From an optimization exercise on the open Yosys and OpenROAD flow, aimed at small area; shortcuts taken in it are not production practice.
Only simulation tests tie the RTL to the original design; equivalence was not proved.
No activity file was given, so power comes from the tool's default toggle rates.

old:
// midi_note_slot_allocator
module midi_note_slot_allocator (
    input  logic        clk,
    input  logic        rst_n,
    input  logic        s_tvalid,
    output logic        s_tready,
    input  logic [63:0] s_tdata,
    input  logic [1:0]  s_tuser,
    output logic        m_tvalid,
    input  logic        m_tready,
    output logic [63:0] m_tdata,
    output logic [0:0]  m_tuser,
    output logic        m_tlast,
    input  logic        cfg_we,
    input  logic [1:0]  cfg_wdata
);
==> flow/config.mk <==
export PLATFORM = sky130hd
export DESIGN_NAME = midi_note_slot_allocator
export DESIGN_NICKNAME = midi_note_slot_allocator
export VERILOG_FILES = /design/flow/design.v
export SDC_FILE = /design/flow/constraint.sdc
export NUM_CORES = 4
export LEC_CHECK = 0
export CAP_MARGIN = 20
export CORE_MARGIN = 2
export CORE_UTILIZATION = 55
export CTS_CLUSTER_DIAMETER = 80
export CTS_CLUSTER_SIZE = 20
export SLEW_MARGIN = 20
export BUFFER_PORTS_ARGS = -buffer_cell sky130_fd_sc_hd__buf_1
==> flow/constraint.sdc <==
create_clock -name core_clock -period 10.0 [get_ports {clk}]
set_input_delay 2.0000 -clock core_clock [delete_from_list [all_inputs] [get_ports {clk}]]
set_output_delay 2.0000 -clock core_clock [all_outputs]
set_load 0.01 [all_outputs]
standard.sh (not shown) runs the stock make flow with config.mk's settings and CLKGATE_MAP_FILE= SYNTH_SCRIPT=/design/flow/synth_recipe.tcl, a recipe that flattens the netlist after the stock synthesis.
==> flow/flow/run.sh <==
#!/bin/bash
# Layout flow: the standard flow (standard.sh, all steps), except that the
# buffers put on the input and output ports are the platform's smallest
# buffer, sky130_fd_sc_hd__buf_1, instead of the one buffer_ports picks.
set -euo pipefail

cfg="${FLOW_CONFIG:-config.mk}"
echo 'export BUFFER_PORTS_ARGS = -buffer_cell sky130_fd_sc_hd__buf_1' >> "$cfg"
if [ "$cfg" != "config.mk" ] && [ -f config.mk ] && ! grep -q BUFFER_PORTS_ARGS config.mk; then
    echo 'export BUFFER_PORTS_ARGS = -buffer_cell sky130_fd_sc_hd__buf_1' >> config.mk
fi

# keep a copy of the script that runs the standard flow next to its log
cp standard.sh standard_sh_copy.log
bash standard.sh > standard.log 2>&1
Relative to old, the following input files were edited for new:
Settings: CTS_CLUSTER_DIAMETER changed from 80 to 95; CTS_CLUSTER_SIZE changed from 20 to 27.
==> summary.txt <==
Total power: new below old. old has lower sequential share of layout area than new. Against old, new reports a count of nets after finishing that is lower. Routed wire length, old and new, higher one = old. Proportion of total power due to net switching: new higher than old. The core of new is less densely filled than that of old. The antenna diode count in new was lower than what old gave. Summary of new over old: arithmetic-cell share of the synthesized area counting full adders, half adders and majority gates flat; cell count along the critical path up 1; area fraction of clock buffers and clock inverters down 1.6 points; number of iterations in the first detailed-routing pass down 1.


midi_note_slot_allocator, a different RTL version from the one above (not shown whole).
For scale: roughly 1300 flip-flops, roughly 140 I/O pins, ~41000 µm² of cells after synthesis.
// midi_note_slot_allocator
module midi_note_slot_allocator (
    input  logic        clk,
    input  logic        rst_n,
    input  logic        s_tvalid,
    output logic        s_tready,
    input  logic [63:0] s_tdata,
    input  logic [1:0]  s_tuser,
    output logic        m_tvalid,
    input  logic        m_tready,
    output logic [63:0] m_tdata,
    output logic [0:0]  m_tuser,
    output logic        m_tlast,
    input  logic        cfg_we,
    input  logic [1:0]  cfg_wdata
);
    localparam int W = nsa_pkg::REC_W;
    logic       in_port;
    logic [3:0] in_chan;
    logic [6:0] in_key, in_ctl, in_val;
    logic [5:0] in_slot;
    assign in_port = s_tdata[0];
    assign in_chan = s_tdata[4:1];
    assign in_key  = s_tdata[11:5];
    assign in_ctl  = s_tdata[18:12];
    assign in_val  = s_tdata[25:19];
    assign in_slot = s_tdata[31:26];
    logic       init_q;      
    logic [1:0] phase;
    logic [6:0] nfree;       
    logic [5:0] front;       
    logic [2:0] dec_cnt;     
    logic [5:0] dec_thr_q;
    logic       sa_q;        
    logic [1:0] port_en;
    logic       ov;          
    logic        o_sv, o_cc, o_on;
    logic [3:0]  o_chan;
    logic [6:0]  o_d1, o_d2;
    logic        o_port;
    logic [31:0] o_time;
    logic [5:0]  o_handle;
    logic [1:0]  o_oc;
    logic        o_last;
    logic [16*W-1:0] head_in, head_out;
    logic [W-1:0]    h_rec [16];
    logic [15:0]     oldest_hit;
    logic [15:0]     h_wr, h_wr_info;
    logic [5:0]      wr_num;
    logic [6:0] nused;
    logic out_free, idle, req, is_play, is_stop, is_cc, is_all, sa_mode;
    logic pen, full, empty;
    logic [3:0] oldest_h, rd_h;
    logic [W-1:0] rec;
  ...
clock: 10.0 ns
lec_check: 0
cap_margin: 20
core_margin: 2
core_utilization: 55
cts_cluster_diameter: 80
cts_cluster_size: 20
slew_margin: 20
buffer_ports_args: -buffer_cell sky130_fd_sc_hd__buf_1
Scripts as last shown in full above: flow/flow/run.sh
The starting point went through all stages and came out clean.
Change:
==> flow/run.sh (new file) <==
#!/bin/bash
# synth_recipe.tcl (not shown) runs the flow's synth.tcl, then flattens the netlist and writes it again
# the make line also repeats each setting of config.mk as NAME=value (left out here)
make -C /OpenROAD-flow-scripts/flow DESIGN_CONFIG=/design/flow/config.mk WORK_HOME=/design/flow/orfs CLKGATE_MAP_FILE= SYNTH_SCRIPT=/design/flow/synth_recipe.tcl finish
Settings changed: BUFFER_PORTS_ARGS -buffer_cell sky130_fd_sc_hd__buf_1 to not set, CORE_UTILIZATION 55 to 60, CTS_BUF_LIST set to sky130_fd_sc_hd__clkbuf_2 sky130_fd_sc_hd__clkbuf_4, CTS_CLUSTER_DIAMETER 80 to not set, CTS_CLUSTER_SIZE 20 to not set.
removed: flow/flow/run.sh
removed: flow/standard.sh
Effect:
- die area drops by a little under a tenth
- routed wire length went down slightly
- final cell count came out higher by a little under a tenth
- utilization goes up by 9.0 points
- via count climbs by a little under a tenth
- worst setup slack is worse by 0.45 ns
- flip-flop and latch count stays the same

[port drivers added, routing unchanged]
How much do the figures lean on ideal ports? The routed layouts below were timed once more, with nothing changed but the port constraints. Step 1: set_driving_cell puts a clkbuf_16 on clk and a buf_2 on each other input, an assumption about the parent block. Step 2 also shifts input and output timing later by t, the mid clock arrival at the registers, as if the neighbouring blocks saw the same clock. a / b / c = ideal / step 1 / step 2; a / b = the first two.
| run | shift t [ns] | setup slack, ns | hold slack, ns | clock arrival spread, ns | worst slew at a driven data input, ns |
|---|---|---|---|---|---|
| old | 0.722 | 1.557 / 1.489 / 1.832 | 0.308 / 0.308 / 0.308 | 0.036 / 0.036 | 0.07 |
| new | 0.738 | 1.602 / 1.532 / 1.809 | 0.308 / 0.308 / 0.308 | 0.035 / 0.035 | 0.07 |
| the first run of note 2 | 0.721 | 0.630 / 0.561 / 1.113 | 0.308 / 0.308 / 0.308 | 0.066 / 0.066 | 0.12 |
| the second run of note 2 | 1.170 | 0.183 / 0.122 / 0.359 | 0.205 / 0.205 / 0.205 | 0.159 / 0.160 | 0.08 |
After both steps every run listed still meets setup and hold.
